What follows belongs to an exercise in optimizing a design on an open flow for small area and a short achievable clock period; a production flow would make more cautious choices.

run Z:
==> flow/design.v <==
package coreriscv_axi4_tl_pkg;
  localparam int HDR_W = 2;
  localparam int ADDR_BLOCK_W = 26;
  localparam int XACT_ID_W = 1;
  localparam int ADDR_BEAT_W = 3;
  localparam int BUILTIN_W = 1;
  localparam int A_TYPE_W = 3;
  localparam int UNION_W = 12;
  localparam int DATA_W = 64;
  localparam logic [A_TYPE_W-1:0] ACQ_PUT_BLOCK = 3'h3;
  localparam int BEATS_PER_BLOCK = 8;
  localparam int BEAT_W = 2 * HDR_W + ADDR_BLOCK_W + XACT_ID_W + ADDR_BEAT_W
                        + BUILTIN_W + A_TYPE_W + UNION_W + DATA_W;
endpackage
module coreriscv_axi4_acquire_fifo_ram #(
  parameter int DEPTH = 15,
  parameter int W = coreriscv_axi4_tl_pkg::BEAT_W
) (
  input  logic clk,
  input  logic [DEPTH-1:0] we_i,
  input  logic [W-1:0] wdata_i,
  input  logic [DEPTH-1:0] rsel_i,
  output logic [W-1:0] rdata_o
);
  logic [W-1:0] mem [DEPTH];
  for (genvar i = 0; i < DEPTH; i++) begin : g_row
    always_ff @(posedge clk) if (we_i[i]) mem[i] <= wdata_i;
  end
  always_comb begin
    rdata_o = '0;
    for (int i = 0; i < DEPTH; i++)
      rdata_o = rdata_o | (mem[i] & {W{rsel_i[i]}});
  end
endmodule
module coreriscv_axi4_acquire_saf_queue
#(
  parameter int DEPTH = 16,
  parameter int CNT_W = $clog2(DEPTH) + 1
) (
  input  logic clk,
  input  logic reset,
  output logic io_in_ready,
  input  logic io_in_valid,
  input  logic [1:0] io_in_bits_header_src,
  input  logic [1:0] io_in_bits_header_dst,
  input  logic [25:0] io_in_bits_payload_addr_block,
  input  logic [0:0] io_in_bits_payload_client_xact_id,
  input  logic [2:0] io_in_bits_payload_addr_beat,
  input  logic [0:0] io_in_bits_payload_is_builtin_type,
  input  logic [2:0] io_in_bits_payload_a_type,
  input  logic [11:0] io_in_bits_payload_union,
  input  logic [63:0] io_in_bits_payload_data,
  input  logic io_out_ready,
  output logic io_out_valid,
  output logic [1:0] io_out_bits_header_src,
  output logic [1:0] io_out_bits_header_dst,
  output logic [25:0] io_out_bits_payload_addr_block,
  output logic [0:0] io_out_bits_payload_client_xact_id,
  output logic [2:0] io_out_bits_payload_addr_beat,
  output logic [0:0] io_out_bits_payload_is_builtin_type,
  output logic [2:0] io_out_bits_payload_a_type,
  output logic [11:0] io_out_bits_payload_union,
  output logic [63:0] io_out_bits_payload_data,
  output logic [CNT_W-1:0] io_count,
  output logic [CNT_W-1:0] io_msgs
);
  localparam int RING = DEPTH - 1;
  localparam int W = coreriscv_axi4_tl_pkg::BEAT_W;
  localparam logic [2:0] LAST_BEAT = 3'(coreriscv_axi4_tl_pkg::BEATS_PER_BLOCK - 1);
  if (DEPTH < 8 || (DEPTH & (DEPTH - 1)) != 0) begin : g_bad_depth
    $error("DEPTH must be a power of 2 and at least 8");
  end
  logic [RING-1:0] wr_oh, wr_oh_d, rd_oh_q, rd_oh_d, we_q, we_d, ring_rsel;
  logic [CNT_W-1:0] count_q, count_d, msgs_q, msgs_d;
  logic [2:0] in_beat_q, in_beat_d, out_beat_q, out_beat_d;
  logic full_q, full_d, in_ready_q, out_valid_q, out_valid_d, out_idle_q;
  logic empty_q, empty_d, one_q, one_d;
  logic enq, deq, in_multi, out_multi, in_last, out_last, msg_in, msg_out;
  logic wr_adv, rd_adv, head_en, cnt_nz, msg_nz;
  logic [W-1:0] in_w, head_q, head_d, ring_w, take_w;
  logic [CNT_W-1:0] count_inc, count_dec, msgs_inc, msgs_dec;
  function automatic logic [CNT_W-1:0] incr(input logic [CNT_W-1:0] v);
    logic c;
    c = 1'b1;
    for (int i = 0; i < CNT_W; i++) begin
      incr[i] = v[i] ^ c;
      c = c & v[i];
    end
  endfunction
  function automatic logic [CNT_W-1:0] decr(input logic [CNT_W-1:0] v);
    logic b;
    b = 1'b1;
    for (int i = 0; i < CNT_W; i++) begin
      decr[i] = v[i] ^ b;
      b = b & !v[i];
    end
  endfunction
  assign in_w = {
    io_in_bits_header_src,
    io_in_bits_header_dst,
    io_in_bits_payload_addr_block,
    io_in_bits_payload_client_xact_id,
    io_in_bits_payload_addr_beat,
    io_in_bits_payload_is_builtin_type,
    io_in_bits_payload_a_type,
    io_in_bits_payload_union,
    io_in_bits_payload_data
  };
  always_comb begin
    enq = io_in_valid && !full_q;
    deq = io_out_ready && !out_idle_q;
    in_multi = in_w[79] && in_w[78:76] == coreriscv_axi4_tl_pkg::ACQ_PUT_BLOCK;
    out_multi = head_q[79] && head_q[78:76] == coreriscv_axi4_tl_pkg::ACQ_PUT_BLOCK;
    in_last = !in_multi || in_beat_q == LAST_BEAT;
    out_last = !out_multi || out_beat_q == LAST_BEAT;
    msg_in = enq && in_last;
    msg_out = deq && out_last;
    ring_rsel = rd_oh_q & {RING{!one_q && !empty_q}};
    wr_adv = enq && !empty_q && !(deq && one_q);
    rd_adv = deq && !one_q;
    wr_oh = full_q ? rd_oh_q : we_q;
    wr_oh_d = wr_adv ? {wr_oh[RING-2:0], wr_oh[RING-1]} : wr_oh;
    rd_oh_d = rd_adv ? {rd_oh_q[RING-2:0], rd_oh_q[RING-1]} : rd_oh_q;
    count_inc = incr(count_q);
    count_dec = decr(count_q);
    msgs_inc = incr(msgs_q);
    msgs_dec = decr(msgs_q);
    take_w = ring_w | (in_w & {W{one_q || empty_q}});
    head_en = deq || empty_q;
    head_d = (take_w & {W{io_out_ready && head_en}})
           | (in_w & {W{!io_out_ready && empty_q}})
           | (head_q & {W{!head_en}});
    in_beat_d = enq && in_multi ? (in_last ? 3'd0 : in_beat_q + 3'd1) : in_beat_q;
    out_beat_d = deq && out_multi ? (out_last ? 3'd0 : out_beat_q + 3'd1) : out_beat_q;
    case ({enq, deq})
      2'b10: begin
        count_d = count_inc;
        full_d = count_q == CNT_W'(DEPTH - 1);
        cnt_nz = 1'b1;
        empty_d = 1'b0;
        one_d = empty_q;
      end
      2'b01: begin
        count_d = count_dec;
        full_d = 1'b0;
        cnt_nz = !one_q;
        empty_d = one_q;
        one_d = count_q == CNT_W'(2);
      end
      default: begin
        count_d = count_q;
        full_d = full_q;
        cnt_nz = !empty_q;
        empty_d = empty_q;
        one_d = one_q;
      end
    endcase
    case ({msg_in, msg_out})
      2'b10: begin
        msgs_d = msgs_inc;
        msg_nz = 1'b1;
      end
      2'b01: begin
        msgs_d = msgs_dec;
        msg_nz = msgs_q != CNT_W'(1);
      end
      default: begin
        msgs_d = msgs_q;
        msg_nz = msgs_q != '0;
      end
    endcase
    out_valid_d = cnt_nz && msg_nz;
    we_d = wr_oh_d & {RING{!full_d}};
  end
  always_ff @(posedge clk or posedge reset) begin
    if (reset) begin
      rd_oh_q <= RING'(1);
      count_q <= '0;
      msgs_q <= '0;
      in_beat_q <= '0;
      out_beat_q <= '0;
      full_q <= 1'b0;
      in_ready_q <= 1'b1;
      out_idle_q <= 1'b1;
      we_q <= RING'(1);
      out_valid_q <= 1'b0;
      empty_q <= 1'b1;
      one_q <= 1'b0;
    end else begin
      rd_oh_q <= rd_oh_d;
      count_q <= count_d;
      msgs_q <= msgs_d;
      in_beat_q <= in_beat_d;
      out_beat_q <= out_beat_d;
      full_q <= full_d;
      in_ready_q <= !full_d;
      out_idle_q <= !out_valid_d;
      we_q <= we_d;
      out_valid_q <= out_valid_d;
      empty_q <= empty_d;
      one_q <= one_d;
    end
  end
  always_ff @(posedge clk) head_q <= head_d;
  coreriscv_axi4_acquire_fifo_ram #(.DEPTH(RING)) u_ram (
    .clk(clk),
    .we_i(we_q),
    .wdata_i(in_w),
    .rsel_i(ring_rsel),
    .rdata_o(ring_w)
  );
  assign io_in_ready = in_ready_q;
  assign io_out_valid = out_valid_q;
  assign io_out_bits_header_src = head_q[113:112];
  assign io_out_bits_header_dst = head_q[111:110];
  assign io_out_bits_payload_addr_block = head_q[109:84];
  assign io_out_bits_payload_client_xact_id = head_q[83];
  assign io_out_bits_payload_addr_beat = head_q[82:80];
  assign io_out_bits_payload_is_builtin_type = head_q[79];
  assign io_out_bits_payload_a_type = head_q[78:76];
  assign io_out_bits_payload_union = head_q[75:64];
  assign io_out_bits_payload_data = head_q[63:0];
  assign io_count = count_q;
  assign io_msgs = msgs_q;
endmodule
clock: 5.0 ns
lec_check: 0
cap_margin: 20
core_margin: 2
core_utilization: 60
cts_cluster_diameter: 250
cts_cluster_size: 25
setup_slack_margin: 2.8
slew_margin: 20
run.sh (not shown) runs the stock make flow with config.mk's settings and CLKGATE_MAP_FILE= SYNTH_SCRIPT=/design/flow/synth_recipe.tcl, a recipe that flattens the netlist after the stock synthesis.
## Diff of input files: run B against run Z
--- a/flow/design.v
+++ b/flow/design.v
@@ -71,8 +71,8 @@
     $error("DEPTH must be a power of 2 and at least 8");
   end
-  logic [RING-1:0] wr_oh, wr_oh_d, rd_oh_q, rd_oh_d, we_q, we_d, ring_rsel;
+  logic [RING-1:0] wr_oh_q, wr_oh_d, rd_oh_q, rd_oh_d, we_q, we_d, ring_rsel;
   logic [CNT_W-1:0] count_q, count_d, msgs_q, msgs_d;
   logic [2:0] in_beat_q, in_beat_d, out_beat_q, out_beat_d;
-  logic full_q, full_d, in_ready_q, out_valid_q, out_valid_d, out_idle_q;
+  logic full_q, full_d, out_valid_q, out_valid_d;
   logic empty_q, empty_d, one_q, one_d;
   logic enq, deq, in_multi, out_multi, in_last, out_last, msg_in, msg_out;
@@ -109,5 +109,5 @@
   always_comb begin
     enq = io_in_valid && !full_q;
-    deq = io_out_ready && !out_idle_q;
+    deq = io_out_ready && out_valid_q;
     in_multi = in_w[79] && in_w[78:76] == coreriscv_axi4_tl_pkg::ACQ_PUT_BLOCK;
     out_multi = head_q[79] && head_q[78:76] == coreriscv_axi4_tl_pkg::ACQ_PUT_BLOCK;
@@ -119,6 +119,5 @@
     wr_adv = enq && !empty_q && !(deq && one_q);
     rd_adv = deq && !one_q;
-    wr_oh = full_q ? rd_oh_q : we_q;
-    wr_oh_d = wr_adv ? {wr_oh[RING-2:0], wr_oh[RING-1]} : wr_oh;
+    wr_oh_d = wr_adv ? {wr_oh_q[RING-2:0], wr_oh_q[RING-1]} : wr_oh_q;
     rd_oh_d = rd_adv ? {rd_oh_q[RING-2:0], rd_oh_q[RING-1]} : rd_oh_q;
     count_inc = incr(count_q);
@@ -175,4 +174,5 @@
   always_ff @(posedge clk or posedge reset) begin
     if (reset) begin
+      wr_oh_q <= RING'(1);
       rd_oh_q <= RING'(1);
       count_q <= '0;
@@ -181,6 +181,4 @@
       out_beat_q <= '0;
       full_q <= 1'b0;
-      in_ready_q <= 1'b1;
-      out_idle_q <= 1'b1;
       we_q <= RING'(1);
       out_valid_q <= 1'b0;
@@ -188,4 +186,5 @@
       one_q <= 1'b0;
     end else begin
+      wr_oh_q <= wr_oh_d;
       rd_oh_q <= rd_oh_d;
       count_q <= count_d;
@@ -194,6 +193,4 @@
       out_beat_q <= out_beat_d;
       full_q <= full_d;
-      in_ready_q <= !full_d;
-      out_idle_q <= !out_valid_d;
       we_q <= we_d;
       out_valid_q <= out_valid_d;
@@ -210,5 +207,5 @@
     .rdata_o(ring_w)
   );
-  assign io_in_ready = in_ready_q;
+  assign io_in_ready = !full_q;
   assign io_out_valid = out_valid_q;
   assign io_out_bits_header_src = head_q[113:112];
Findings:
Run B against run Z: share of synthesized cell area in and, or, nand and nor gates held steady; sequential cell count grew by 13; area growth from synthesis to final layout held steady; synthesized area grew by about 0.55%; total routed wirelength grew by about 2.8%.
No run of this note included a check of the RTL's function; only the layout flow was run.

port drivers added, routing unchanged:
The flow's constraints put no driver on any port. The routed layouts listed below were extracted and timed again, unchanged, in two steps.
Step 1 sets driving cells, clkbuf_16 on the clock port and buf_2 on the other inputs (assumed; they add their load-dependent delay and slew).
Step 2 also shifts input and output timing later by t, the mid clock arrival at the registers, as if the neighbouring blocks saw the same clock.
Three values: ideal, step 1, step 2; two values: the first two.
run	t (ns)	setup WS [ns]	slew at the worst register clock pin (ns)	worst data-port slew with drivers (ns)	pins driven straight from the clock port
run Z	0.767	2.609 / 2.532 / 2.149	0.10 / 0.10	0.14	1
run B	0.778	2.695 / 2.619 / 2.117	0.11 / 0.11	0.15	1
After both steps setup and hold are still met in every run listed. The setup slack of run B, which loses most, moves by -0.076 ns with the drivers and by -0.578 ns with both steps.
